Source: an optimization exercise on an open RTL-to-GDS flow (aim: small area, a short achievable clock period and few clock cycles per item). Production flows keep margins and buffers that such runs may drop. In this exercise RTL edits were held to simulation tests only and were not proved equivalent to the original. Power is estimated from default activity; no workload was simulated.

==> flow/design.v <==
  localparam int unsigned XLEN    = 32;
  localparam int unsigned SHAMT_W = 5;
  localparam int unsigned CNT_W   = 6;
  localparam logic [4:0] ALU_ADD  = 5'd0;
  localparam logic [4:0] ALU_SUB  = 5'd1;
  localparam logic [4:0] ALU_XOR  = 5'd2;
  localparam logic [4:0] ALU_OR   = 5'd3;
  localparam logic [4:0] ALU_AND  = 5'd4;
  localparam logic [4:0] ALU_XNOR = 5'd5;
  localparam logic [4:0] ALU_ORN  = 5'd6;
  localparam logic [4:0] ALU_ANDN = 5'd7;
  localparam logic [4:0] ALU_SRA  = 5'd8;
  localparam logic [4:0] ALU_SRL  = 5'd9;
  localparam logic [4:0] ALU_SLL  = 5'd10;
  localparam logic [4:0] ALU_LT   = 5'd11;
  localparam logic [4:0] ALU_LTU  = 5'd12;
  localparam logic [4:0] ALU_GE   = 5'd13;
  localparam logic [4:0] ALU_GEU  = 5'd14;
  localparam logic [4:0] ALU_EQ   = 5'd15;
  localparam logic [4:0] ALU_NE   = 5'd16;
  localparam logic [4:0] ALU_SLT  = 5'd17;
  localparam logic [4:0] ALU_SLTU = 5'd18;
  localparam logic [4:0] ALU_MIN  = 5'd19;
  localparam logic [4:0] ALU_MINU = 5'd20;
  localparam logic [4:0] ALU_MAX  = 5'd21;
  localparam logic [4:0] ALU_MAXU = 5'd22;
  localparam logic [4:0] ALU_CLZ  = 5'd23;
  localparam logic [4:0] ALU_CTZ  = 5'd24;
  localparam logic [4:0] ALU_PCNT = 5'd25;
`timescale 1ns/1ps
`default_nettype none
module alu_core
(
  input  logic [4:0]  op_i,
  input  logic [31:0] operand_a_i,
  input  logic [31:0] operand_b_i,
  output logic [31:0] result_o,
  output logic        cmp_result_o
);
  localparam int unsigned XLEN    = 32;
  localparam int unsigned SHAMT_W = 5;
  localparam int unsigned CNT_W   = 6;
  localparam logic [4:0] ALU_ADD  = 5'd0;
  localparam logic [4:0] ALU_SUB  = 5'd1;
  localparam logic [4:0] ALU_XOR  = 5'd2;
  localparam logic [4:0] ALU_OR   = 5'd3;
  localparam logic [4:0] ALU_AND  = 5'd4;
  localparam logic [4:0] ALU_XNOR = 5'd5;
  localparam logic [4:0] ALU_ORN  = 5'd6;
  localparam logic [4:0] ALU_ANDN = 5'd7;
  localparam logic [4:0] ALU_SRA  = 5'd8;
  localparam logic [4:0] ALU_SRL  = 5'd9;
  localparam logic [4:0] ALU_SLL  = 5'd10;
  localparam logic [4:0] ALU_LT   = 5'd11;
  localparam logic [4:0] ALU_LTU  = 5'd12;
  localparam logic [4:0] ALU_GE   = 5'd13;
  localparam logic [4:0] ALU_GEU  = 5'd14;
  localparam logic [4:0] ALU_EQ   = 5'd15;
  localparam logic [4:0] ALU_NE   = 5'd16;
  localparam logic [4:0] ALU_SLT  = 5'd17;
  localparam logic [4:0] ALU_SLTU = 5'd18;
  localparam logic [4:0] ALU_MIN  = 5'd19;
  localparam logic [4:0] ALU_MINU = 5'd20;
  localparam logic [4:0] ALU_MAX  = 5'd21;
  localparam logic [4:0] ALU_MAXU = 5'd22;
  localparam logic [4:0] ALU_CLZ  = 5'd23;
  localparam logic [4:0] ALU_CTZ  = 5'd24;
  localparam logic [4:0] ALU_PCNT = 5'd25;
  logic        op_sub;       
  logic        op_invb;      
  logic        op_rev;       
  logic [31:0] a, b, bx, p, g;
  logic [31:0] sum;
  logic [32:0] c;
  logic        ltu, lt, eq, cmp;
  assign a = operand_a_i;
  assign b = operand_b_i;
  always_comb begin
    op_sub = 1'b0;
    case (op_i)
      ALU_SUB, ALU_EQ, ALU_NE, ALU_LT, ALU_LTU, ALU_GE, ALU_GEU,
      ALU_SLT, ALU_SLTU, ALU_MIN, ALU_MAX, ALU_MINU, ALU_MAXU: op_sub = 1'b1;
      default: ;
    endcase
  end
  assign op_invb = op_sub | (op_i == ALU_XNOR) | (op_i == ALU_ORN) | (op_i == ALU_ANDN);
  assign op_rev  = (op_i == ALU_SLL) | (op_i == ALU_CLZ);
  assign bx = b ^ {32{op_invb}};
  assign p  = a ^ bx;
  assign g  = a & bx;
  logic [31:0] gg, pp;
  always_comb begin
    gg = g;
    pp = p;
    gg[0] = g[0] | (p[0] & op_sub);
    for (int l = 1; l <= 5; l++) begin
      for (int i = 0; i < 32; i++) begin
        if ((i + 1) % (1 << l) == 0) begin
          gg[i] = gg[i] | (pp[i] & gg[i - (1 << (l-1))]);
          pp[i] = pp[i] & pp[i - (1 << (l-1))];
        end
      end
    end
    for (int l = 4; l >= 1; l--) begin
      for (int i = 0; i < 32; i++) begin
        if ((i + 1) % (1 << l) == (1 << (l-1)) && i >= (1 << l)) begin
          gg[i] = gg[i] | (pp[i] & gg[i - (1 << (l-1))]);
        end
      end
    end
  end
  assign c   = {gg, op_sub};
  assign sum = p ^ c[31:0];
  assign ltu = ~c[32];
  assign lt  = (a[31] ^ b[31]) ? a[31] : ltu;
  assign eq  = &p;
  always_comb begin
    case (op_i)
      ALU_LT, ALU_SLT, ALU_MIN:    cmp = lt;
      ALU_LTU, ALU_SLTU, ALU_MINU: cmp = ltu;
      ALU_GE, ALU_MAX:             cmp = ~lt;
      ALU_GEU, ALU_MAXU:           cmp = ~ltu;
      ALU_EQ:                      cmp = eq;
      ALU_NE:                      cmp = ~eq;
      default:                     cmp = 1'b0;
    endcase
  end
  logic [31:0] a_rev, x, sh, sh_rev;
  logic [32:0] sh_ext;
  for (genvar k = 0; k < 32; k++) begin : gen_rev
    assign a_rev[k] = a[31-k];
  end
  assign x = op_rev ? a_rev : a;
  assign sh_ext = $signed({(op_i == ALU_SRA) & x[31], x}) >>> b[4:0];
  assign sh = sh_ext[31:0];
  for (genvar k = 0; k < 32; k++) begin : gen_rev_out
    assign sh_rev[k] = sh[31-k];
  end
  logic [15:0] v1;
  logic [15:0] z1;
  logic [7:0]  v2;
  logic [1:0]  z2 [8];
  logic [3:0]  v3;
  logic [2:0]  z3 [4];
  logic [1:0]  v4;
  logic [3:0]  z4 [2];
  logic        v5;
  logic [4:0]  z5;
  always_comb begin
    for (int i = 0; i < 16; i++) begin
      v1[i] = x[2*i] | x[2*i+1];
      z1[i] = ~x[2*i];
    end
    for (int i = 0; i < 8; i++) begin
      v2[i] = v1[2*i] | v1[2*i+1];
      z2[i] = v1[2*i] ? {1'b0, z1[2*i]} : {1'b1, z1[2*i+1]};
    end
    for (int i = 0; i < 4; i++) begin
      v3[i] = v2[2*i] | v2[2*i+1];
      z3[i] = v2[2*i] ? {1'b0, z2[2*i]} : {1'b1, z2[2*i+1]};
    end
    for (int i = 0; i < 2; i++) begin
      v4[i] = v3[2*i] | v3[2*i+1];
      z4[i] = v3[2*i] ? {1'b0, z3[2*i]} : {1'b1, z3[2*i+1]};
    end
    v5 = v4[0] | v4[1];
    z5 = v4[0] ? {1'b0, z4[0]} : {1'b1, z4[1]};
  end
  logic [5:0] pc;
  always_comb begin
    pc = '0;
    for (int i = 0; i < 32; i++) pc = pc + 6'(a[i]);
  end
  logic [5:0] cnt;
  assign cnt = (op_i == ALU_PCNT) ? pc : (v5 ? {1'b0, z5} : 6'd32);
  always_comb begin
    case (op_i)
      ALU_ADD, ALU_SUB:            result_o = sum;
      ALU_XOR, ALU_XNOR:           result_o = p;
      ALU_OR, ALU_ORN:             result_o = a | bx;
      ALU_AND, ALU_ANDN:           result_o = g;
      ALU_SRA, ALU_SRL:            result_o = sh;
      ALU_SLL:                     result_o = sh_rev;
      ALU_LT, ALU_LTU, ALU_GE, ALU_GEU,
      ALU_EQ, ALU_NE, ALU_SLT, ALU_SLTU: result_o = {31'b0, cmp};
      ALU_MIN, ALU_MINU,
      ALU_MAX, ALU_MAXU:           result_o = cmp ? a : b;
      ALU_CLZ, ALU_CTZ, ALU_PCNT:  result_o = {26'b0, cnt};
      default:                     result_o = '0;
    endcase
  end
  assign cmp_result_o = cmp;
endmodule
`default_nettype wire
`timescale 1ns/1ps
`default_nettype none
module alu_top
(
  input  logic        clk_i,
  input  logic        rst_n_i,
  input  logic        req_i,
  input  logic [4:0]  op_i,
  input  logic [31:0] operand_a_i,
  input  logic [31:0] operand_b_i,
  output logic        ack_o,
  output logic [31:0] result_o,
  output logic        cmp_result_o
);
  localparam int unsigned XLEN    = 32;
  localparam int unsigned SHAMT_W = 5;
  localparam int unsigned CNT_W   = 6;
  localparam logic [4:0] ALU_ADD  = 5'd0;
  localparam logic [4:0] ALU_SUB  = 5'd1;
  localparam logic [4:0] ALU_XOR  = 5'd2;
  localparam logic [4:0] ALU_OR   = 5'd3;
  localparam logic [4:0] ALU_AND  = 5'd4;
  localparam logic [4:0] ALU_XNOR = 5'd5;
  localparam logic [4:0] ALU_ORN  = 5'd6;
  localparam logic [4:0] ALU_ANDN = 5'd7;
  localparam logic [4:0] ALU_SRA  = 5'd8;
  localparam logic [4:0] ALU_SRL  = 5'd9;
  localparam logic [4:0] ALU_SLL  = 5'd10;
  localparam logic [4:0] ALU_LT   = 5'd11;
  localparam logic [4:0] ALU_LTU  = 5'd12;
  localparam logic [4:0] ALU_GE   = 5'd13;
  localparam logic [4:0] ALU_GEU  = 5'd14;
  localparam logic [4:0] ALU_EQ   = 5'd15;
  localparam logic [4:0] ALU_NE   = 5'd16;
  localparam logic [4:0] ALU_SLT  = 5'd17;
  localparam logic [4:0] ALU_SLTU = 5'd18;
  localparam logic [4:0] ALU_MIN  = 5'd19;
  localparam logic [4:0] ALU_MINU = 5'd20;
  localparam logic [4:0] ALU_MAX  = 5'd21;
  localparam logic [4:0] ALU_MAXU = 5'd22;
  localparam logic [4:0] ALU_CLZ  = 5'd23;
  localparam logic [4:0] ALU_CTZ  = 5'd24;
  localparam logic [4:0] ALU_PCNT = 5'd25;
  logic        ack_q;
  logic [31:0] result_q;
  logic        cmp_result_q;
  logic [31:0] core_result;
  logic        core_cmp_result;
  always_ff @(posedge clk_i) begin
    if (!rst_n_i) begin
      ack_q <= 1'b0;
    end else begin
      ack_q <= req_i;
    end
  end
  always_ff @(posedge clk_i) begin
    if (!ack_q) begin
      result_q     <= core_result;
      cmp_result_q <= core_cmp_result;
    end
  end
  alu_core u_core (
    .op_i         (op_i),
    .operand_a_i  (operand_a_i),
    .operand_b_i  (operand_b_i),
    .result_o     (core_result),
    .cmp_result_o (core_cmp_result)
  );
  assign ack_o        = ack_q;
  assign result_o     = result_q;
  assign cmp_result_o = cmp_result_q;
endmodule
`default_nettype wire
==> flow/run.sh <==
#!/bin/bash
# synth_recipe.tcl (not shown) runs the flow's synth.tcl, then flattens the netlist and writes it again
# the make line also repeats each setting of config.mk as NAME=value (left out here)
make -C /OpenROAD-flow-scripts/flow DESIGN_CONFIG=/design/flow/config.mk WORK_HOME=/design/flow/orfs CLKGATE_MAP_FILE= SYNTH_SCRIPT=/design/flow/synth_recipe.tcl finish
==> flow/config.mk <==
export PLATFORM = sky130hd
export DESIGN_NAME = alu_top
export DESIGN_NICKNAME = alu_top
export VERILOG_FILES = /design/flow/design.v
export SDC_FILE = /design/flow/constraint.sdc
export NUM_CORES = 4
export LEC_CHECK = 0
export ABC_AREA = 1
export CAP_MARGIN = 20
export CORE_MARGIN = 2
export CORE_UTILIZATION = 40
export SLEW_MARGIN = 20
==> flow/constraint.sdc <==
create_clock -name core_clock -period 22.0 [get_ports {clk_i}]
set_input_delay 4.4000 -clock core_clock [delete_from_list [all_inputs] [get_ports {clk_i}]]
set_output_delay 4.4000 -clock core_clock [all_outputs]
set_load 0.01 [all_outputs]
==> metrics.md, run 1 <==
| Metric | Value |
|---|---|
| Outcome | complete, no violations |
| Layout Skew | ~0.0074 ns |
| Slowest cell on the critical path | sky130_fd_sc_hd__nand3_2 |
| I/O pin cnt | ~110 |
| Postcts setup bufs | 0 |
| Final critical-path required period | about 11 ns |
| Maximum count of clock buffers along a single path | 2 |
| Fraction of synthesis flops using an asynchronous set or reset pin | 0 |
| Hold-fix buffer count after cts | 0 |
| Post-layout instance count excluding filler cells | around 1800 |
| Top achievable clock speed | approximately 0.09 GHz |
| First-pass GRT wire length | ~63000 um |
| Core Rows | between 50 and 60 |
| Number of instances in the synthesized netlist | between 1000 and 1500 |
| Top post-synthesis cells by area | sky130_fd_sc_hd__nand3_1 18%, sky130_fd_sc_hd__nand2_1 15%, sky130_fd_sc_hd__edfxtp_1 11% |
| Most instantiated cells after synthesis | 361 x sky130_fd_sc_hd__nand2_1, 328 x sky130_fd_sc_hd__nand3_1, 180 x sky130_fd_sc_hd__inv_1, 72 x sky130_fd_sc_hd__ha_1, 52 x sky130_fd_sc_hd__nor2_1 |
| Final sum of negative setup slack | 0 ns |
| Library cell occupying the most area in the post-synthesis netlist | sky130_fd_sc_hd__nand3_1 |
| Number of nets with antenna violations after routing | 0 |
| Final setup violation count | 0 |
| Final hold viol count | 0 |
| Average routed wire per standard cell | 23.8 um |
| Crit-path max cell delay | between 0.9 and 1 ns |
| HPWL after detailed placement | ~33000 um |
| Via count of the routed design | approximately 11000 |
| Pwr dens | ~55 nW/um^2 |
| Clock latency on the worst-skew pair | 0.29 ns |
| Detail-routed via count per cell | 6.03 |
| CP Capture Type | flop |
| Total Routing Usage GR | 0.351 |
| Cell-by-cell trace of the critical path | clkdlybuf4s50_1, o21ai_0, o21ai_0, nand2_2, xor2_1, inv_1, fa_1, inv_1, fa_1, nand3_1, nand2_1, nand2_1, nand3_1, nand2_1, nand2_1, nand2_1, nand3_1, nand2_1, nor2_2, nand3_2, o211ai_1, nand3_1 |
| Number of global-route vias before repair | around 10000 |
| Multi-input combinational cell area | roughly 7000 sq um |
| Hold Path Class | reg2reg |
| Vertical extent of the die | 155 um |
| Clock buffers created by TritonCTS | 5 |
| Fraction of final layout cells sized beyond drive strength 1 | 0.0546 |
| Worst-Margin Slew | about 1.0 ns |
| Unrepaired setup endpoints after global routing | false |
| Arrival time reported for the critical path endpoint | ~11 ns |
| Cell at the root of the clock tree | sky130_fd_sc_hd__clkbuf_16 |
| Post-synthesis register bit count | 34 |
| Kind of start point of the critical path | input port |
| Starting density of the core | 0.405 |
| Dominant cell type by count on the critical path | sky130_fd_sc_hd__nand2_1 |
| Yosys top cell area share | 0.181 |
| Residual DRC count | 0 |
| Peak fanout along the critical path | 44 |
| Fraction of the yosys area taken by sequential cells | 0.111 |
| Net count of the mapped netlist | between 1500 and 2000 |
| Clock tree from TritonCTS | yes |
| Layout overhead on the synthesized area | 14.6% |
| Post-layout power | 576 uW |
| Number of cells in the design after placement | 1779 |
| Family of cells with the greatest summed delay on the critical path | simple AND/OR/NAND/NOR gates |
| Most frequent cell after synthesis | sky130_fd_sc_hd__nand2_1 |
| Number of max-cap violations | 0 |
| Final RePlAce weighted congestion | about 1.0 |
| Critical Setup Path Class | in2reg |
| Layout net count | 1687 |
| Pre-Repair DR Iteration Count | 7 |
| Initial antenna violation count | 0 |
| Die extent in x | about 150 um |
| Num Clock Sinks | 34 |
| Clock-pin slew of the registers on the worst-case setup and hold paths | 0.06 ns |
| Most instantiated flip-flop cell in the synthesis netlist | sky130_fd_sc_hd__edfxtp_1 |
| Leak | ~0.0050 uW |
| Post-synth EDFFs | 33 |
| Port buffer count | approximately 110 |
| Crit path required time | about 22 ns |
| Grt total ovfl | 0 |
| Resize count post-CTS | 0 |
| Syn. warnings | 5 |
| Placeable core region | between 20000 and 25000 sq um |
| Maximum level of the CTS H-tree | 2 |
| Worst-case vdd ir drop | between 100 and 150 uV |
| Mean cell area of the mapped netlist | between 6 and 7 sq um |
| DRT Wirelength | between 40000 and 50000 um |
| Tcrit/Tclk final | 0.502 |
| Synth cell types | ~50 |
| Worst rel slew slack | 0.300 |
| Count of buffering cells on the critical path with inverters included | 3 |
| Full die area | between 20000 and 25000 sq um |
| Max Transition Viols Final | 0 |
| Number of fillers in the final layout | between 2000 and 2500 |
| Cell area after synthesis | between 9000 and 10000 sq um |
| Pin count of the biggest net entering global routing | 45 |
| DRT iter0 DRCs | 1380 |
| Storage element area | approximately 1000 sq um |
cell type report:
class                      count  area share
multi-input combinational   1154       0.674
clock inverter                 2     0.00120
tap                          285      0.0343
clock buffer                   6      0.0134
inverter                     188      0.0679
antenna                        1    0.000241
sequential                    34      0.0972
timing repair buffer         119       0.112
flip-flops by register name (all words and copies together) (netlist names):
name and cells:
cmp_result_q 1, ack_q 1, result_q 32
per-layer routing:
metal  routed length [um]  up-vias  track usage
li1                     -     4971            -
met1                18500     5100        0.507
met2                17800      620        0.511
met5                    0        -            0
met4                 1870        0        0.138
met3                 4260       99       0.0706
through the flow:
step / utilization / instance area [sq um] / setup WS, ns / hold slack [ns]
2_1_floorplan: - / 9070 / 12.84 / 1.07
6_report: 0.463 / 10400 / 10.95 / 0.865
5_1_grt: 0.463 / 10400 / 10.36 / 0.910
3_3_place_gp: 0.456 / 10200 / 10.97 / 0.853
4_1_cts: 0.463 / 10400 / 11.05 / 0.880
3_5_place_dp: 0.456 / 10200 / 10.77 / 0.863
path summary, 6_finish.rpt:
| check | startpoint | endpoint | slack [ns] | cells past startpoint |
|---|---|---|---|---|
| max | op_i[4] | result_q[19] | 10.95 | 22 |
| min | ack_q | result_q[7] | 0.87 | 2 |
| min reg2reg | ack_q | result_q[7] | 0.87 | 2 |
| max reg2reg | ack_q | result_q[19] | 20.88 | 2 |
layout by cell type, fill, tap and decap left out, drive strengths merged, types with 2 or more instances in the layout:
master	Yosys	layout
fa	41	41
a221oi	6	6
a21oi	38	38
ha	72	72
o2111ai	4	4
nor2	65	65
nand4	49	49
and2	2	2
edfxtp	33	33
o22ai	8	8
nand2	383	383
inv	186	186
o221a	3	3
a211oi	12	12
or2	2	2
a31oi	4	4
o211ai	9	9
o211a	2	2
buf	37	14
o21bai	2	2
nand3	334	334
nor3	7	7
clkdlybuf4s50	0	105
clkbuf	40	6
o21ai	42	42
xnor2	6	6
a21boi	2	2
clkinv	2	3
xor2	42	42
a22oi	8	8
a31o	4	4
where the power goes:
| group | switching, uW | internal, uW | total (uW) |
|---|---|---|---|
| clock | 28.9 | 44.9 | 73.8 |
| combinational | 252 | 165 | 417 |
| sequential | 3.23 | 81.9 | 85.2 |
| total | 284 | 292 | 576 |
tightest hold or removal path, delay by kind of cell (launching register included):
| kind | cells | cell delay, ns |
|---|---|---|
| flip-flops | 1 | 0.33 |
| buffers and inverters | 2 | 0.31 |
cells by family (layout without fill, tap and decap cells):
group | count (synthesis) | after routing | share of synthesized area
AOI/OAI and AO/OA | 150 | 150 | 0.106
adders and majority gates | 113 | 113 | 0.190
buffers and inverters | 265 | 315 | 0.117
xor gates and xnor gates | 48 | 48 | 0.0463
other | 0 | 1 | 0
DFF | 34 | 34 | 0.111
and+or+nand+nor | 843 | 843 | 0.430
Testbench counts, summed over its fixed seeds: cycles 9,600, items 4,800.
==> inputs of run 2 (changes only) <==
--- a/flow/design.v
+++ b/flow/design.v
@@ -35,6 +35,10 @@
   input  logic [31:0] operand_a_i,
   input  logic [31:0] operand_b_i,
-  output logic [31:0] result_o,
-  output logic        cmp_result_o
+  output logic [31:0] res_o,
+  output logic        cmp_result_o,
+  output logic [1:0]  shamt_o,
+  output logic        fill_o,
+  output logic        rev_o,
+  output logic        cnt_o
 );
   localparam int unsigned XLEN    = 32;
@@ -70,4 +74,5 @@
   logic        op_invb;      
   logic        op_rev;       
+  logic        op_shift;
   logic [31:0] a, b, bx, p, g;
   logic [31:0] sum;
@@ -76,14 +81,10 @@
   assign a = operand_a_i;
   assign b = operand_b_i;
-  always_comb begin
-    op_sub = 1'b0;
-    case (op_i)
-      ALU_SUB, ALU_EQ, ALU_NE, ALU_LT, ALU_LTU, ALU_GE, ALU_GEU,
-      ALU_SLT, ALU_SLTU, ALU_MIN, ALU_MAX, ALU_MINU, ALU_MAXU: op_sub = 1'b1;
-      default: ;
-    endcase
-  end
-  assign op_invb = op_sub | (op_i == ALU_XNOR) | (op_i == ALU_ORN) | (op_i == ALU_ANDN);
-  assign op_rev  = (op_i == ALU_SLL) | (op_i == ALU_CLZ);
+  logic o0, o1, o2, o3, o4;
+  assign {o4, o3, o2, o1, o0} = op_i;
+  assign op_sub   = o4 | o3 | o2 | o1 | o0;
+  assign op_invb  = o4 | o3 | (o0 & ~o1) | (o2 & (o1 | o0));
+  assign op_rev   = (op_i == ALU_SLL) | (op_i == ALU_CLZ);
+  assign op_shift = (op_i == ALU_SLL) | (op_i == ALU_SRL) | (op_i == ALU_SRA);
   assign bx = b ^ {32{op_invb}};
   assign p  = a ^ bx;
@@ -115,26 +116,21 @@
   assign lt  = (a[31] ^ b[31]) ? a[31] : ltu;
   assign eq  = &p;
-  always_comb begin
-    case (op_i)
-      ALU_LT, ALU_SLT, ALU_MIN:    cmp = lt;
-      ALU_LTU, ALU_SLTU, ALU_MINU: cmp = ltu;
-      ALU_GE, ALU_MAX:             cmp = ~lt;
-      ALU_GEU, ALU_MAXU:           cmp = ~ltu;
-      ALU_EQ:                      cmp = eq;
-      ALU_NE:                      cmp = ~eq;
-      default:                     cmp = 1'b0;
-    endcase
-  end
-  logic [31:0] a_rev, x, sh, sh_rev;
+  logic is_cmp, is_eq, is_ne, flip, lt_sel;
+  assign is_cmp = (op_i >= ALU_LT) & (op_i <= ALU_MAXU);
+  assign is_eq  = (op_i == ALU_EQ);
+  assign is_ne  = (op_i == ALU_NE);
+  assign flip   = o2 & (o1 ^ o0) & (o3 ^ o4);
+  assign lt_sel = o0 ? lt : ltu;
+  assign cmp    = is_cmp & ((is_eq | is_ne) ? (eq ^ is_ne) : (lt_sel ^ flip));
+  logic [31:0] a_rev, x, sh;
   logic [32:0] sh_ext;
+  logic        fill;
   for (genvar k = 0; k < 32; k++) begin : gen_rev
     assign a_rev[k] = a[31-k];
   end
-  assign x = op_rev ? a_rev : a;
-  assign sh_ext = $signed({(op_i == ALU_SRA) & x[31], x}) >>> b[4:0];
-  assign sh = sh_ext[31:0];
-  for (genvar k = 0; k < 32; k++) begin : gen_rev_out
-    assign sh_rev[k] = sh[31-k];
-  end
+  assign x      = op_rev ? a_rev : a;
+  assign fill   = (op_i == ALU_SRA) & a[31];
+  assign sh_ext = $signed({fill, x}) >>> b[2:0];
+  assign sh     = sh_ext[31:0];
   logic [15:0] v1;
   logic [15:0] z1;
@@ -167,28 +163,32 @@
     z5 = v4[0] ? {1'b0, z4[0]} : {1'b1, z4[1]};
   end
-  logic [5:0] pc;
-  always_comb begin
-    pc = '0;
-    for (int i = 0; i < 32; i++) pc = pc + 6'(a[i]);
-  end
-  logic [5:0] cnt;
-  assign cnt = (op_i == ALU_PCNT) ? pc : (v5 ? {1'b0, z5} : 6'd32);
+  logic [3:0] pc [4];
+  always_comb begin
+    for (int k = 0; k < 4; k++) begin
+      pc[k] = '0;
+      for (int i = 0; i < 8; i++) pc[k] = pc[k] + 4'(a[8*k+i]);
+    end
+  end
   always_comb begin
     case (op_i)
-      ALU_ADD, ALU_SUB:            result_o = sum;
-      ALU_XOR, ALU_XNOR:           result_o = p;
-      ALU_OR, ALU_ORN:             result_o = a | bx;
-      ALU_AND, ALU_ANDN:           result_o = g;
-      ALU_SRA, ALU_SRL:            result_o = sh;
-      ALU_SLL:                     result_o = sh_rev;
+      ALU_ADD, ALU_SUB:            res_o = sum;
+      ALU_XOR, ALU_XNOR:           res_o = p;
+      ALU_OR, ALU_ORN:             res_o = a | bx;
+      ALU_AND, ALU_ANDN:           res_o = g;
+      ALU_SRA, ALU_SRL, ALU_SLL:   res_o = sh;
       ALU_LT, ALU_LTU, ALU_GE, ALU_GEU,
-      ALU_EQ, ALU_NE, ALU_SLT, ALU_SLTU: result_o = {31'b0, cmp};
+      ALU_EQ, ALU_NE, ALU_SLT, ALU_SLTU: res_o = {31'b0, cmp};
       ALU_MIN, ALU_MINU,
-      ALU_MAX, ALU_MAXU:           result_o = cmp ? a : b;
-      ALU_CLZ, ALU_CTZ, ALU_PCNT:  result_o = {26'b0, cnt};
-      default:                     result_o = '0;
+      ALU_MAX, ALU_MAXU:           res_o = cmp ? a : b;
+      ALU_CLZ, ALU_CTZ:            res_o = {26'b0, v5 ? {1'b0, z5} : 6'd32};
+      ALU_PCNT:                    res_o = {14'b0, pc[3], pc[2], pc[1], 2'b0, pc[0]};
+      default:                     res_o = '0;
     endcase
   end
   assign cmp_result_o = cmp;
+  assign shamt_o      = op_shift ? b[4:3] : 2'b00;
+  assign fill_o       = fill;
+  assign rev_o        = (op_i == ALU_SLL);
+  assign cnt_o        = (op_i == ALU_CLZ) | (op_i == ALU_CTZ) | (op_i == ALU_PCNT);
 endmodule
 `default_nettype wire
@@ -237,8 +237,10 @@
   localparam logic [4:0] ALU_PCNT = 5'd25;
   logic        ack_q;
-  logic [31:0] result_q;
-  logic        cmp_result_q;
-  logic [31:0] core_result;
-  logic        core_cmp_result;
+  logic [31:0] res_d, res_q;
+  logic        cmp_d, cmp_q;
+  logic [1:0]  shamt_d, shamt_q;    
+  logic        fill_d, fill_q;      
+  logic        rev_d, rev_q;        
+  logic        cnt_d, cnt_q;        
   always_ff @(posedge clk_i) begin
     if (!rst_n_i) begin
@@ -250,6 +252,10 @@
   always_ff @(posedge clk_i) begin
     if (!ack_q) begin
-      result_q     <= core_result;
-      cmp_result_q <= core_cmp_result;
+      res_q   <= res_d;
+      cmp_q   <= cmp_d;
+      shamt_q <= shamt_d;
+      fill_q  <= fill_d;
+      rev_q   <= rev_d;
+      cnt_q   <= cnt_d;
     end
   end
@@ -258,10 +264,22 @@
     .operand_a_i  (operand_a_i),
     .operand_b_i  (operand_b_i),
-    .result_o     (core_result),
-    .cmp_result_o (core_cmp_result)
+    .res_o        (res_d),
+    .cmp_result_o (cmp_d),
+    .shamt_o      (shamt_d),
+    .fill_o       (fill_d),
+    .rev_o        (rev_d),
+    .cnt_o        (cnt_d)
   );
+  logic [31:0] sh8, sh16, shr;
+  logic [5:0]  cnt_sum;
+  for (genvar k = 0; k < 32; k++) begin : gen_sh
+    assign sh8[k]  = shamt_q[0] ? ((k + 8  < 32) ? res_q[(k + 8)  % 32] : fill_q) : res_q[k];
+    assign sh16[k] = shamt_q[1] ? ((k + 16 < 32) ? sh8[(k + 16) % 32]   : fill_q) : sh8[k];
+    assign shr[k]  = rev_q ? sh16[31-k] : sh16[k];
+  end
+  assign cnt_sum = res_q[5:0] + {2'b0, res_q[9:6]} + {2'b0, res_q[13:10]} + {2'b0, res_q[17:14]};
   assign ack_o        = ack_q;
-  assign result_o     = result_q;
-  assign cmp_result_o = cmp_result_q;
+  assign result_o     = cnt_q ? {26'b0, cnt_sum} : shr;
+  assign cmp_result_o = cmp_q;
 endmodule
 `default_nettype wire
==> flow/flow/run.sh (new file) <==
#!/bin/bash
# Layout: the standard flow (standard synthesis unchanged), except that the
# port buffers are the smallest buffer cell instead of the resizer's default
# pick (a delay buffer). Every input and output port still gets its buffer.
# ORFS's per-step logs stay under orfs/logs; make's own output goes to
# standard_flow.log in this folder.
set -euo pipefail
bash standard.sh 'BUFFER_PORTS_ARGS=-buffer_cell sky130_fd_sc_hd__buf_1' finish > standard_flow.log 2>&1
test -f out/final.def
==> flow/standard.sh (new file) <==
#!/bin/bash
# synth_recipe.tcl (not shown) runs the flow's synth.tcl, then flattens the netlist and writes it again
# the make line also repeats each setting of config.mk as NAME=value (left out here)
make -C /OpenROAD-flow-scripts/flow DESIGN_CONFIG=/design/flow/config.mk WORK_HOME=/design/flow/orfs CLKGATE_MAP_FILE= SYNTH_SCRIPT=/design/flow/synth_recipe.tcl "${@:-finish}"
--- a/flow/config.mk
+++ b/flow/config.mk
@@ -7,6 +7,6 @@
 export LEC_CHECK = 0
 export ABC_AREA = 1
-export CAP_MARGIN = 20
+export CAP_MARGIN = 60
 export CORE_MARGIN = 2
 export CORE_UTILIZATION = 40
-export SLEW_MARGIN = 20
+export SLEW_MARGIN = 60
removed: flow/run.sh
==> run 2 against run 1 <==
- still clean on timing, DRC and antenna
- count of clock-buffer cells in the layout up 1
- fmax up 17%
- non-clock buffer count is 5 higher
- sequential share of layout area grew 1.5 points
- via count fell by 3.3%
- critical path type unchanged
- critical endpoint is now res_q[5]
==> metrics.md, run 2 <==
| Metric | Value |
|---|---|
| Outcome | complete, no violations |
| Number of nets with antenna violations after routing | 0 |
| Clock tree from TritonCTS | yes |
| Detailed-routed wire length on met3 | 2370 um |
| Mean cell area of the mapped netlist | around 6.4 sq um |
| Commonest non-fill, non-tap cells in the layout | 370 x sky130_fd_sc_hd__nand2_1, 186 x sky130_fd_sc_hd__inv_1, 152 x sky130_fd_sc_hd__nand3_1 |
| Worst-Margin Slew | about 0.54 ns |
| Number of fillers in the final layout | about 2600 |
| Fraction of synthesis flops using an asynchronous set or reset pin | 0 |
| Number of max-cap violations | 0 |
| Post-layout instance count excluding filler cells | about 1900 |
| Detail-routed via count per cell | 5.56 |
| Clock latency on the worst-skew pair | 0.30 ns |
| R2r setup slk | approximately 21 ns |
| Pwr dens | about 43 nW/um^2 |
| Most frequent cell after synthesis | sky130_fd_sc_hd__nand2_1 |
| Largest registers | res_q: 32 flops, shamt_q: 2 flops |
| Dominant cell type by count on the critical path | sky130_fd_sc_hd__nand2_1 |
| Via count of the routed design | around 10000 |
| Peak fanout along the critical path | 34 |
| Post-layout power | between 400 and 500 uW |
| Pre-Repair DR Iteration Count | 6 |
| Worst rel slew slack | 0.638 |
| Final hold viol count | 0 |
| Most instantiated cells after synthesis | 370 x sky130_fd_sc_hd__nand2_1, 191 x sky130_fd_sc_hd__inv_1, 152 x sky130_fd_sc_hd__nand3_1, 131 x sky130_fd_sc_hd__o21ai_0, 109 x sky130_fd_sc_hd__nor2_1 |
| Storage element area | about 1200 sq um |
| Die extent in x | between 150 and 200 um |
| Antenna cell count | 0 |
| Layout overhead on the synthesized area | 7.79% |
| Layout Skew | between 0.004 and 0.005 ns |
| Synth cell types | slightly below 50 |
| Reported net switching power | roughly 210 uW |
| Maximum level of the CTS H-tree | 2 |
| Slowest cell on the critical path | sky130_fd_sc_hd__nand2_4 |
| First-pass GRT wire length | roughly 54000 um |
| Number of cells in the design after placement | roughly 1900 |
| Crit-path max cell delay | between 0.5 and 0.6 ns |
| Flip-flop count of the largest register after layout | 32 |
| Number of global-route vias before repair | between 9000 and 10000 |
| Synthesized-area fraction occupied by xor and xnor cells | 0.0476 |
| Top achievable clock speed | around 0.11 GHz |
| Full die area | 25200 sq um |
| Maximum count of clock buffers along a single path | 2 |
| Cell area after synthesis | 9570 sq um |
| Crit path required time | 22.04 ns |
| Cell-by-cell trace of the critical path | buf_1, inv_1, ha_1, o211ai_1, buf_6, xor2_1, inv_1, fa_1, fa_1, nand3_1, nand3_1, nand2_1, nand2_1, nand2_1, nand2_1, nand2_1, nand2_1, nand3_1, nand3_4, nand2_4, nand2_1, nand3_1, nand3_1 |
| Combinational share of power | 0.598 |
| Internal power summed over all cells | around 230 uW |
| Max Transition Viols Final | 0 |
| Metal1 wirelength | ~15000 um |
| Total Routing Usage GR | 0.282 |
| Multi-input combinational cell area | approximately 7300 sq um |
| Top post-synthesis cells by area | sky130_fd_sc_hd__nand2_1 15%, sky130_fd_sc_hd__edfxtp_1 12%, sky130_fd_sc_hd__ha_1 12% |
| Largest family of logic cells by synthesized area | simple AND/OR/NAND/NOR gates |
| DP Area | 10200 sq um |
| Final RePlAce weighted congestion | ~0.96 |
| Family of cells with the greatest summed delay on the critical path | simple AND/OR/NAND/NOR gates |
| Kind of start point of the critical path | input port |
| Arrival time reported for the critical path endpoint | around 9.5 ns |
| Average routed wire per standard cell | between 15 and 20 um |
| I/O pin cnt | roughly 110 |
| Count of buffering cells on the critical path with inverters included | 4 |
| Final setup violation count | 0 |
| Clock buffers created by TritonCTS | 5 |
| Net count of the mapped netlist | about 1700 |
| Critical Setup Path Class | in2reg |
| Tcrit/Tclk final | 0.428 |
| Library cell occupying the most area in the post-synthesis netlist | sky130_fd_sc_hd__nand2_1 |
| Starting density of the core | 0.408 |
| Fraction of the yosys area taken by sequential cells | 0.121 |
| Simple logic cell fraction of the synthesized area | 0.301 |
| Resize count post-CTS | 0 |
| Cell at the root of the clock tree | sky130_fd_sc_hd__clkbuf_16 |
| Switching power as a share of total power | 0.484 |
| Most instantiated flip-flop cell in the synthesis netlist | sky130_fd_sc_hd__edfxtp_1 |
| Finished Cell Area | a little over 10000 sq um |
| Residual DRC count | 0 |
| HPWL after detailed placement | approximately 28000 um |
| Hold Path Class | reg2reg |
| Seq pwr share | 0.235 |
| Yosys top cell area share | 0.145 |
| Layout net count | around 1800 |
| Placeable core region | approximately 23000 sq um |
| Portion of netlist area occupied by mux cells | 0.00942 |
| Core Rows | between 50 and 60 |
| Postcts setup bufs | 0 |
| Adder-Cell Fraction of Synth Area | 0.203 |
| Initial antenna violation count | 0 |
| Hold-fix buffer count after cts | 0 |
| Post-synthesis register bit count | 39 |
| Final critical-path required period | roughly 9.4 ns |
| Num Clock Sinks | 39 |
| Compound-gate portion of the synthesized area | 0.199 |
| Most frequent standard cell in the layout excluding fill and tap cells | sky130_fd_sc_hd__nand2_1 |
| Number of instances in the synthesized netlist | ~1500 |
| Worst-case vdd ir drop | around 27 uV |
| Routed length on met2 | approximately 16000 um |
| DRT Wirelength | ~35000 um |
| Uppermost signal routing layer after detailed routing | met4 |
| Clock-pin slew of the registers on the worst-case setup and hold paths | roughly 0.06 ns |
| CP Capture Type | flop |
| Vertical extent of the die | between 150 and 200 um |
| Syn. warnings | 6 |
| Unrepaired setup endpoints after global routing | false |
| DRT iter0 DRCs | 1098 |
| Fraction of final layout cells sized beyond drive strength 1 | 0.0513 |
| Post-synth EDFFs | 38 |
| Final sum of negative setup slack | 0 ns |
| Biggest register | res_q |
| Port buffer count | roughly 110 |
| Leak | between 0.004 and 0.005 uW |
| Grt total ovfl | 0 |
| Pin count of the biggest net entering global routing | just under 50 |
| Clock network power share | 0.168 |
## run 2: changes by cell type in the layout (fill, tap and decap cells not counted), moves of 12 or more
| cell | before | now |
|---|---|---|
| sky130_fd_sc_hd__clkdlybuf4s50_1 | 105 | 0 |
| sky130_fd_sc_hd__nor2_1 | 52 | 109 |
| sky130_fd_sc_hd__o211ai_1 | 9 | 43 |
| sky130_fd_sc_hd__nand4_1 | 49 | 5 |
| sky130_fd_sc_hd__or2_2 | 2 | 15 |
| sky130_fd_sc_hd__buf_1 | 0 | 104 |
| sky130_fd_sc_hd__ha_1 | 72 | 90 |
| sky130_fd_sc_hd__nand2_2 | 22 | 6 |
| sky130_fd_sc_hd__nand3_1 | 328 | 152 |
| sky130_fd_sc_hd__o22ai_1 | 8 | 20 |
| sky130_fd_sc_hd__a21oi_1 | 38 | 67 |
| sky130_fd_sc_hd__o21ai_0 | 35 | 131 |
## run 2: path summary, 6_finish.rpt
check	start	endpoint	depth (start not counted)
max	op_i[0]	res_q[5]	23
min	ack_q	cmp_q	2
max reg2reg	ack_q	res_q[9]	2
min reg2reg	ack_q	cmp_q	2
## run 2: area by class of cell
type / count / area share
clock buffers: 7 / 0.0129
clock inverters: 1 / 0.000485
inverters: 199 / 0.0729
multi-input cells: 1189 / 0.709
flip-flops and latches: 39 / 0.113
well taps: 319 / 0.0387
repair buffers: 124 / 0.0536
## run 2: logic make-up (layout without fill, tap and decap cells)
kind of cell	Yosys count	count (layout)
AO/OA/AOI/OAI	321	321
XOR/XNOR	52	52
adder cells (fa/ha/maj)	131	131
buffers and inverters	278	331
flip-flops	39	39
multiplexers	9	9
AND/OR/NAND/NOR	676	676
## run 2: per-stage QoR
step / util / setup slack [ns] / hold slack (ns)
6_report: 0.439 / 12.59 / 0.813
4_1_cts: 0.439 / 12.51 / 0.917
3_5_place_dp: 0.433 / 12.21 / 0.899
2_1_floorplan: - / 13.68 / 1.14
5_1_grt: 0.439 / 12.21 / 0.855
3_3_place_gp: 0.430 / 11.72 / 0.899
## run 2: layer usage
metal / vias up / track usage
met2: 439 / 0.458
met1: 4819 / 0.376
met4: 0 / 0.117
li1: 5089 / -
met3: 86 / 0.0411
met5: - / 0
## run 2: power groups by stage
stage                     sequential (uW)  combinational [uW]  clock (uW)
after detailed placement              105                 262           0
after floorplan                      97.6                 188           0
after global placement                105                 254           0
after global routing                  104                 298        77.8
final                                 104                 264        74.1
after CTS                             103                 263        74.6
## run 2: worst register-to-register path: stages (launching register included)
cell	delay, ns
sky130_fd_sc_hd__dfxtp_1	0.31
sky130_fd_sc_hd__inv_1	0.06
sky130_fd_sc_hd__buf_6	0.34
Testbench counts of run 2, summed over its fixed seeds: cycles 9,600, items 4,800.
==> inputs of run 3 (changes only) <==
--- a/flow/design.v
+++ b/flow/design.v
@@ -75,4 +75,5 @@
   logic        op_rev;       
   logic        op_shift;
+  logic        op_add;
   logic [31:0] a, b, bx, p, g;
   logic [31:0] sum;
@@ -86,4 +87,5 @@
   assign op_invb  = o4 | o3 | (o0 & ~o1) | (o2 & (o1 | o0));
   assign op_rev   = (op_i == ALU_SLL) | (op_i == ALU_CLZ);
+  assign op_add   = (op_i == ALU_ADD) | (op_i == ALU_SUB);
   assign op_shift = (op_i == ALU_SLL) | (op_i == ALU_SRL) | (op_i == ALU_SRA);
   assign bx = b ^ {32{op_invb}};
@@ -112,5 +114,5 @@
   end
   assign c   = {gg, op_sub};
-  assign sum = p ^ c[31:0];
+  assign sum = p ^ (c[31:0] & {32{op_add}});
   assign ltu = ~c[32];
   assign lt  = (a[31] ^ b[31]) ? a[31] : ltu;
@@ -170,20 +172,22 @@
     end
   end
-  always_comb begin
-    case (op_i)
-      ALU_ADD, ALU_SUB:            res_o = sum;
-      ALU_XOR, ALU_XNOR:           res_o = p;
-      ALU_OR, ALU_ORN:             res_o = a | bx;
-      ALU_AND, ALU_ANDN:           res_o = g;
-      ALU_SRA, ALU_SRL, ALU_SLL:   res_o = sh;
-      ALU_LT, ALU_LTU, ALU_GE, ALU_GEU,
-      ALU_EQ, ALU_NE, ALU_SLT, ALU_SLTU: res_o = {31'b0, cmp};
-      ALU_MIN, ALU_MINU,
-      ALU_MAX, ALU_MAXU:           res_o = cmp ? a : b;
-      ALU_CLZ, ALU_CTZ:            res_o = {26'b0, v5 ? {1'b0, z5} : 6'd32};
-      ALU_PCNT:                    res_o = {14'b0, pc[3], pc[2], pc[1], 2'b0, pc[0]};
-      default:                     res_o = '0;
-    endcase
-  end
+  logic sel_t, sel_g, sel_mm, sel_sh, sel_cz, sel_pc, sel_cmp;
+  assign sel_t   = (op_i <= ALU_OR) | (op_i == ALU_XNOR) | (op_i == ALU_ORN);
+  assign sel_g   = (op_i == ALU_OR) | (op_i == ALU_AND) | (op_i == ALU_ORN) | (op_i == ALU_ANDN);
+  assign sel_mm  = (op_i >= ALU_MIN) & (op_i <= ALU_MAXU);
+  assign sel_sh  = op_shift;
+  assign sel_cz  = (op_i == ALU_CLZ) | (op_i == ALU_CTZ);
+  assign sel_pc  = (op_i == ALU_PCNT);
+  assign sel_cmp = (op_i >= ALU_LT) & (op_i <= ALU_SLTU);
+  logic [5:0] cz;
+  assign cz = v5 ? {1'b0, z5} : 6'd32;
+  assign res_o = ({32{sel_t}} & sum)
+               | ({32{sel_g}} & g)
+               | ({32{sel_mm & cmp}} & a)
+               | ({32{sel_mm & ~cmp}} & b)
+               | ({32{sel_sh}} & sh)
+               | ({32{sel_cz}} & {26'b0, cz})
+               | ({32{sel_pc}} & {14'b0, pc[3], pc[2], pc[1], 2'b0, pc[0]})
+               | {31'b0, sel_cmp & cmp};
   assign cmp_result_o = cmp;
   assign shamt_o      = op_shift ? b[4:3] : 2'b00;
==> run 3 against run 2 <==
- largest power group unchanged
- largest cell class unchanged
- sequential share of layout area rose by 1.6 points
- worst hold slack improved by 0.0021 ns
- clock skew is 0.0035 ns higher
- via count decreased by 12%
- critical path type unchanged
==> metrics.md, run 3 <==
| Metric | Value |
|---|---|
| Syn. warnings | 6 |
| Critical R2R Launch | ack_q |
| Most frequent standard cell in the layout excluding fill and tap cells | sky130_fd_sc_hd__nand2_1 |
| DRT iter0 DRCs | approximately 740 |
| Library cell occupying the most area in the post-synthesis netlist | sky130_fd_sc_hd__edfxtp_1 |
| Number of cells in the design after placement | approximately 1600 |
| Worst-case vdd ir drop | 32.9 uV |
| Layout overhead on the synthesized area | 8.88% |
| Final hold viol count | 0 |
| Maximum count of clock buffers along a single path | 2 |
| Pin count of the biggest net entering global routing | 65 |
| Detailed-routed wire length on met3 | ~2600 um |
| Post-synth EDFFs | 38 |
| Max Transition Viols Final | 0 |
| Average routed wire per standard cell | 18.7 um |
| Core Rows | 52 |
| Layout net count | roughly 1500 |
| Via count of the routed design | ~9200 |
| Kind of start point of the critical path | input port |
| Cell at the root of the clock tree | sky130_fd_sc_hd__clkbuf_16 |
| Outcome | complete, no violations |
| Commonest non-fill, non-tap cells in the layout | 302 x sky130_fd_sc_hd__nand2_1, 167 x sky130_fd_sc_hd__o21ai_0, 140 x sky130_fd_sc_hd__inv_1 |
| Unrepaired setup endpoints after global routing | false |
| Uppermost signal routing layer after detailed routing | met4 |
| Net count of the mapped netlist | around 1500 |
| Placeable core region | between 20000 and 25000 sq um |
| Final core area utilization | 0.446 |
| Grt total ovfl | 0 |
| Post-layout instance count excluding filler cells | approximately 1700 |
| Number of instances in the synthesized netlist | 1312 |
| Multi-input combinational cell area | between 6000 and 7000 sq um |
| Clock-pin slew of the registers on the worst-case setup and hold paths | 0.06 ns |
| Top achievable clock speed | 0.117 GHz |
| First-pass GRT wire length | 47000 um |
| Layout Skew | ~0.0085 ns |
| Port buffer count | 105 |
| Initial antenna violation count | 0 |
| Num Clock Sinks | 39 |
| Storage element area | 1160 sq um |
| Clock latency on the worst-skew pair | 0.29 ns |
| Clock buffers created by TritonCTS | 5 |
| Final sum of negative setup slack | 0 ns |
| Residual DRC count | 0 |
| Full die area | ~22000 sq um |
| Mean cell area of the mapped netlist | ~6.3 sq um |
| DRT Wirelength | 30900 um |
| Most instantiated cells after synthesis | 302 x sky130_fd_sc_hd__nand2_1, 169 x sky130_fd_sc_hd__o21ai_0, 144 x sky130_fd_sc_hd__inv_1, 126 x sky130_fd_sc_hd__nor2_1, 76 x sky130_fd_sc_hd__a21oi_1 |
| Tcrit/Tclk final | 0.388 |
| Hold-fix buffer count after cts | 0 |
| Number of nets with antenna violations after routing | 0 |
| I/O pin cnt | ~110 |
| Total Routing Usage GR | 0.278 |
| Fraction of the yosys area taken by sequential cells | 0.140 |
| Resize count post-CTS | 0 |
| Starting density of the core | 0.409 |
| Fraction of final layout cells sized beyond drive strength 1 | 0.0731 |
| Most instantiated flip-flop cell in the synthesis netlist | sky130_fd_sc_hd__edfxtp_1 |
| Postcts setup bufs | 0 |
| Metal1 wirelength | between 10000 and 15000 um |
| Maximum level of the CTS H-tree | 2 |
| Most frequent cell after synthesis | sky130_fd_sc_hd__nand2_1 |
| Clock tree from TritonCTS | yes |
| Number of max-cap violations | 0 |
| Detail-routed via count per cell | about 5.6 |
| Pwr dens | 48.4 nW/um^2 |
| Crit. Startpoint | op_i[0] |
| Worst rel slew slack | 0.629 |
| CP Capture Type | flop |
| Arrival time reported for the critical path endpoint | 8.67 ns |
| Largest registers | res_q: 32 flops, shamt_q: 2 flops |
| Number of fillers in the final layout | ~2300 |
| Synth cell types | 58 |
| Die extent in x | around 150 um |
| Fraction of synthesis flops using an asynchronous set or reset pin | 0 |
| Hold Path Class | reg2reg |
| Worst-Margin Slew | roughly 0.55 ns |
| Final critical-path required period | 8.53 ns |
| Antenna cell count | 0 |
| Number of global-route vias before repair | ~8300 |
| Pre-Repair DR Iteration Count | 5 |
| Post-synthesis register bit count | 39 |
| Cell area after synthesis | roughly 8300 sq um |
| Crit path required time | 22.15 ns |
| Yosys top cell area share | 0.137 |
| Top post-synthesis cells by area | sky130_fd_sc_hd__edfxtp_1 14%, sky130_fd_sc_hd__nand2_1 14%, sky130_fd_sc_hd__o21ai_0 10% |
| Biggest register | res_q |
| Leak | 0.00400 uW |
| HPWL after detailed placement | 24600 um |
| Flip-flop count of the largest register after layout | 32 |
| Critical Setup Path Class | in2reg |
| Routed length on met2 | approximately 14000 um |
| Vertical extent of the die | ~150 um |
| Worst hold path startpoint | ack_q |
| Final RePlAce weighted congestion | roughly 0.99 |
| Final setup violation count | 0 |
| Peak fanout along the critical path | 32 |
## run 3: path summary, 6_finish.rpt
kind                                   to  slack, ns  depth (start not counted)
worst max-delay path            res_q[24]      13.47                         18
worst max register to register  res_q[18]      20.91                          2
worst min register to register      cmp_q       0.81                          2
worst min-delay path                cmp_q       0.81                          2
## run 3: cell families (layout without fill, tap and decap cells)
group	after synthesis	after routing	share of synthesized area
and+or+nand+nor	590	590	0.319
buffers and inverters	215	285	0.109
muxes	11	11	0.0132
xor gates and xnor gates	39	39	0.0411
DFF	39	39	0.140
AOI/OAI and AO/OA	335	335	0.231
adders and majority gates	83	83	0.147
## run 3: metrics by stage
step | worst slack [ns] | hold slack (ns) | power, uW | instance area, sq um
global route | 13.21 | 0.866 | 472 | 9050
CTS | 13.26 | 0.909 | 434 | 9030
floorplan | 14.11 | 1.14 | 280 | 8310
finish | 13.47 | 0.815 | 438 | 9050
global placement | 13.03 | 0.889 | 353 | 8790
detailed placement | 12.99 | 0.899 | 358 | 8880
## run 3: metal layers
layer / vias to the layer above / track usage
li1: 4551 / -
met1: 4215 / 0.380
met2: 410 / 0.441
met3: 52 / 0.0485
met4: 0 / 0.106
met5: - / 0
## run 3: cell type report
| type | instances | share of cell area |
|---|---|---|
| Clock buffer | 7 | 0.0158 |
| Clock inverter | 1 | 0.000553 |
| Inverter | 155 | 0.0651 |
| Multi-Input combinational cell | 1058 | 0.694 |
| Sequential cell | 39 | 0.128 |
| Tap cell | 270 | 0.0373 |
| Timing Repair Buffer | 122 | 0.0592 |
## run 3: power breakdown
group | leakage [uW] | total [uW] | switching (uW) | internal, uW
logic | 0.00350 | 250 | 159 | 90.9
registers | 0.000427 | 111 | 15.1 | 95.7
clock network | 0.0000739 | 76.7 | 31.6 | 45.1
total | 0.00400 | 438 | 206 | 232
## run 3: worst max-delay path, stage by stage
cell and delay (ns):
sky130_fd_sc_hd__buf_1 0.25, sky130_fd_sc_hd__inv_1 0.13, sky130_fd_sc_hd__ha_1 0.28, sky130_fd_sc_hd__o211ai_1 0.22
sky130_fd_sc_hd__buf_6 0.41, sky130_fd_sc_hd__xor2_1 0.13, sky130_fd_sc_hd__ha_1 0.36, sky130_fd_sc_hd__nand2_1 0.10
sky130_fd_sc_hd__nor2_1 0.25, sky130_fd_sc_hd__nand2_1 0.10, sky130_fd_sc_hd__nor2_2 0.22, sky130_fd_sc_hd__nand4_1 0.29
sky130_fd_sc_hd__a2111oi_4 0.47, sky130_fd_sc_hd__buf_2 0.27, sky130_fd_sc_hd__nand2_8 0.12, sky130_fd_sc_hd__nor2_8 0.41
sky130_fd_sc_hd__nand2_1 0.13, sky130_fd_sc_hd__nand3b_1 0.11
Testbench counts of run 3, summed over its fixed seeds: cycles 9,600, items 4,800.
==> inputs of run 4 (changes only) <==
--- a/flow/design.v
+++ b/flow/design.v
@@ -76,5 +76,5 @@
   logic        op_shift;
   logic        op_add;
-  logic [31:0] a, b, bx, p, g;
+  logic [31:0] a, b, p, g;
   logic [31:0] sum;
   logic [32:0] c;
@@ -89,7 +89,8 @@
   assign op_add   = (op_i == ALU_ADD) | (op_i == ALU_SUB);
   assign op_shift = (op_i == ALU_SLL) | (op_i == ALU_SRL) | (op_i == ALU_SRA);
-  assign bx = b ^ {32{op_invb}};
-  assign p  = a ^ bx;
-  assign g  = a & bx;
+  logic [31:0] ab;
+  assign ab = a ^ b;
+  assign p  = ab ^ {32{op_invb}};
+  assign g  = op_invb ? (a & ~b) : (a & b);
   logic [31:0] gg, pp;
   always_comb begin
@@ -122,5 +123,5 @@
   assign is_eq  = (op_i == ALU_EQ);
   assign is_ne  = (op_i == ALU_NE);
-  assign flip   = o2 & (o1 ^ o0) & (o3 ^ o4);
+  assign flip   = o2 & (o1 | o0);
   assign lt_sel = o0 ? lt : ltu;
   assign cmp    = is_cmp & ((is_eq | is_ne) ? (eq ^ is_ne) : (lt_sel ^ flip));
==> run 4 against run 3 <==
- via count grew 7.7%
- fmax grew 7.4%
- register-to-register slack lost 0.07 ns
- first-iteration DRC count grew 61%
- global-route usage grew 0.65 points
- cell area grew 3.2%
- synthesized area grew 3.2%
- clock power shrank 2%
- worst hold slack gained 0.053 ns
- sequential share of layout area shrank 0.40 points
- combinational power is essentially flat
- core utilization shrank 0.14 points
- largest power group unchanged
- highest routed layer unchanged
==> metrics.md, run 4 <==
| Metric | Value |
|---|---|
| Outcome | complete, no violations |
| Fraction of synthesis flops using an asynchronous set or reset pin | 0 |
| Total Routing Usage GR | 0.285 |
| Hold Path Class | reg2reg |
| DRT Wirelength | about 32000 um |
| Antenna cell count | 0 |
| Clock latency on the worst-skew pair | ~0.29 ns |
| Reported net switching power | around 200 uW |
| Leak | roughly 0.0043 uW |
| Clock-pin slew of the registers on the worst-case setup and hold paths | approximately 0.060 ns |
| Initial antenna violation count | 0 |
| Most instantiated cells after synthesis | 413 x sky130_fd_sc_hd__nand2_1, 181 x sky130_fd_sc_hd__o21ai_0, 176 x sky130_fd_sc_hd__inv_1, 151 x sky130_fd_sc_hd__nor2_1, 80 x sky130_fd_sc_hd__nand3_1 |
| Num Clock Sinks | 39 |
| Number of nets with antenna violations after routing | 0 |
| Post-synth EDFFs | 38 |
| Cell area after synthesis | between 8000 and 9000 sq um |
| Worst-case vdd ir drop | 27.3 uV |
| Post-synthesis register bit count | 39 |
| Die extent in x | between 150 and 200 um |
| Pin count of the biggest net entering global routing | 65 |
| Crit path required time | 22.15 ns |
| Top achievable clock speed | between 0.1 and 0.15 GHz |
| Detail-routed via count per cell | roughly 5.5 |
| Commonest non-fill, non-tap cells in the layout | 413 x sky130_fd_sc_hd__nand2_1, 179 x sky130_fd_sc_hd__o21ai_0, 172 x sky130_fd_sc_hd__inv_1 |
| Final hold viol count | 0 |
| HPWL after detailed placement | between 20000 and 30000 um |
| Fraction of the yosys area taken by sequential cells | 0.135 |
| CP Capture Type | flop |
| Kind of start point of the critical path | input port |
| Final setup violation count | 0 |
| Layout overhead on the synthesized area | 8.95% |
| Residual DRC count | 0 |
| First-pass GRT wire length | 49100 um |
| Largest registers | res_q: 32 flops, shamt_q: 2 flops |
| Biggest register | res_q |
| Max Transition Viols Final | 0 |
| Switching power as a share of total power | 0.470 |
| Flip-flop count of the largest register after layout | 32 |
| Combinational share of power | 0.577 |
| Worst-Margin Slew | about 0.55 ns |
| Pre-Repair DR Iteration Count | 7 |
| Peak fanout along the critical path | 38 |
| Number of instances in the synthesized netlist | between 1000 and 1500 |
| Most frequent cell after synthesis | sky130_fd_sc_hd__nand2_1 |
| Worst setup timing slack at the placement stage | between 10 and 15 ns |
| I/O pin cnt | 106 |
| Placeable core region | 21000 sq um |
| Via count of the routed design | roughly 10000 |
| Core Rows | 53 |
| Seq pwr share | 0.247 |
| Final RePlAce weighted congestion | slightly below 1 |
| Postcts setup bufs | 0 |
| Slack of the critical path | ~14 ns |
| Full die area | about 23000 sq um |
| Grt total ovfl | 0 |
| Most frequent standard cell in the layout excluding fill and tap cells | sky130_fd_sc_hd__nand2_1 |
| Number of global-route vias before repair | between 8000 and 9000 |
| Maximum level of the CTS H-tree | 2 |
| DRT iter0 DRCs | roughly 1200 |
| Clock tree from TritonCTS | yes |
| Number of max-cap violations | 0 |
| Port buffer count | approximately 110 |
| Vertical extent of the die | about 150 um |
| Critical Setup Path Class | in2reg |
| Most instantiated flip-flop cell in the synthesis netlist | sky130_fd_sc_hd__edfxtp_1 |
| Yosys top cell area share | 0.181 |
| Net count of the mapped netlist | approximately 1600 |
| Cell at the root of the clock tree | sky130_fd_sc_hd__clkbuf_16 |
| Tcrit/Tclk final | 0.361 |
| Hold WS | between 0.8 and 0.9 ns |
| Hold-fix buffer count after cts | 0 |
| Top post-synthesis cells by area | sky130_fd_sc_hd__nand2_1 18%, sky130_fd_sc_hd__edfxtp_1 13%, sky130_fd_sc_hd__o21ai_0 11% |
| Post-layout power | about 430 uW |
| Clock network power share | 0.176 |
| Maximum count of clock buffers along a single path | 2 |
| Layout Skew | 0.00739 ns |
| Final critical-path required period | 7.94 ns |
| Final sum of negative setup slack | 0 ns |
| Worst rel slew slack | 0.630 |
| Layout net count | about 1600 |
| Arrival time reported for the critical path endpoint | just over 8 ns |
| Library cell occupying the most area in the post-synthesis netlist | sky130_fd_sc_hd__nand2_1 |
| Final core area utilization | 0.444 |
| Syn. warnings | 6 |
| Resize count post-CTS | 0 |
| Clock buffers created by TritonCTS | 5 |
| Mean cell area of the mapped netlist | 5.87 sq um |
| Fraction of final layout cells sized beyond drive strength 1 | 0.0472 |
| Average routed wire per standard cell | about 18 um |
| Starting density of the core | 0.408 |
| Unrepaired setup endpoints after global routing | false |
| Pwr dens | 45.9 nW/um^2 |
| Internal power summed over all cells | ~230 uW |
| Number of fillers in the final layout | about 2300 |
| Synth cell types | 50 |
-- run 4: final timing paths --
check                           slack [ns]        end  depth (start not counted)     from
worst max-delay path                 14.06  res_q[20]                         19  op_i[4]
worst min-delay path                  0.87  res_q[30]                          2    ack_q
worst max register to register       20.84  res_q[24]                          2    ack_q
worst min register to register        0.87  res_q[30]                          2    ack_q
-- run 4: layout make-up --
class	instances	area, sq um	share of cell area
multi-input combinational	1168	6390	0.684
sequential	39	1160	0.124
inverter	182	686	0.0734
timing repair buffer	127	611	0.0654
tap	275	344	0.0368
clock buffer	7	143	0.0153
clock inverter	1	5.00	0.000536
-- run 4: stage by stage --
step	instances	area (sq um)
floorplan	1461	8570
global placement	1783	9080
detailed placement	1790	9160
CTS	1798	9310
global route	1799	9340
finish	1799	9340
-- run 4: power groups by stage --
stage / logic, uW / clock network, uW / registers (uW)
6_report: 248 / 75.4 / 106
2_1_floorplan: 175 / 0 / 99.9
3_5_place_dp: 245 / 0 / 107
5_1_grt: 280 / 78.3 / 106
3_3_place_gp: 240 / 0 / 108
4_1_cts: 246 / 76.4 / 106
-- run 4: cell families (layout without fill, tap and decap cells) --
logic type	after synthesis	count (layout)	share of synthesized area
AO/OA/AOI/OAI	333	333	0.217
multiplexers	12	12	0.0140
flip-flops	39	39	0.135
adder cells (fa/ha/maj)	42	42	0.0823
AND/OR/NAND/NOR	703	703	0.344
XOR/XNOR	78	78	0.0867
buffers and inverters	254	317	0.120
-- run 4: per-layer routing --
metal / vias to the layer above / part of all wire / global-route usage
met1: 4467 / 0.42 / 0.370
met3: 90 / 0.075 / 0.0348
li1: 4920 / - / -
met4: 0 / 0.041 / 0.112
met2: 459 / 0.47 / 0.481
met5: - / 0 / 0
-- run 4: worst max-delay path: stages --
cell                      delay (ns)
sky130_fd_sc_hd__buf_1          0.29
sky130_fd_sc_hd__nor2_4         0.11
sky130_fd_sc_hd__nand3_4        0.10
sky130_fd_sc_hd__buf_8          0.27
sky130_fd_sc_hd__buf_16         0.27
sky130_fd_sc_hd__nand2_1        0.11
sky130_fd_sc_hd__nand3_1        0.16
sky130_fd_sc_hd__nand2_1        0.12
sky130_fd_sc_hd__nor2_1         0.17
sky130_fd_sc_hd__nand2_1        0.09
sky130_fd_sc_hd__nor2_1         0.19
sky130_fd_sc_hd__nand3_1        0.13
sky130_fd_sc_hd__nor3_2         0.30
sky130_fd_sc_hd__nor2_1         0.12
sky130_fd_sc_hd__nor2_4         0.18
sky130_fd_sc_hd__nand3_2        0.37
sky130_fd_sc_hd__inv_2          0.47
sky130_fd_sc_hd__nand2_1        0.10
sky130_fd_sc_hd__nand4_1        0.09
Testbench counts of run 4, summed over its fixed seeds: cycles 9,600, items 4,800.

[re-timing with driven ports]
The flow's constraints put no driver on any port. The routed layouts listed below were extracted and timed again, unchanged, in two steps. Step 1, drivers: a clkbuf_16 drives clk_i and a buf_2 each remaining input, both assumed. Step 2 moves the port delays by t, midway between the first and last clock arrival at a register: inputs arrive t later, outputs are due t later. That takes back most of the time a late clock gives input paths. Three values: no drivers, after step 1, after step 2; two values: the first two.
run | t (ns) | slack for setup (ns) | worst setup path after step 2 | slew at the worst register clock pin (ns)
run 1 | 0.314 | 10.950 / 10.961 / 10.647 | input to register | 0.06 / 0.06
run 2 | 0.343 | 12.591 / 12.615 / 12.273 | input to register | 0.06 / 0.06
run 3 | 0.337 | 13.475 / 13.503 / 13.166 | input to register | 0.07 / 0.07
run 4 | 0.330 | 14.065 / 14.083 / 13.753 | input to register | 0.06 / 0.06
After both steps setup and hold are still met in every run listed. For run 2, which loses most, drivers alone change the setup slack by +0.024 ns; drivers and shift together by -0.318 ns.
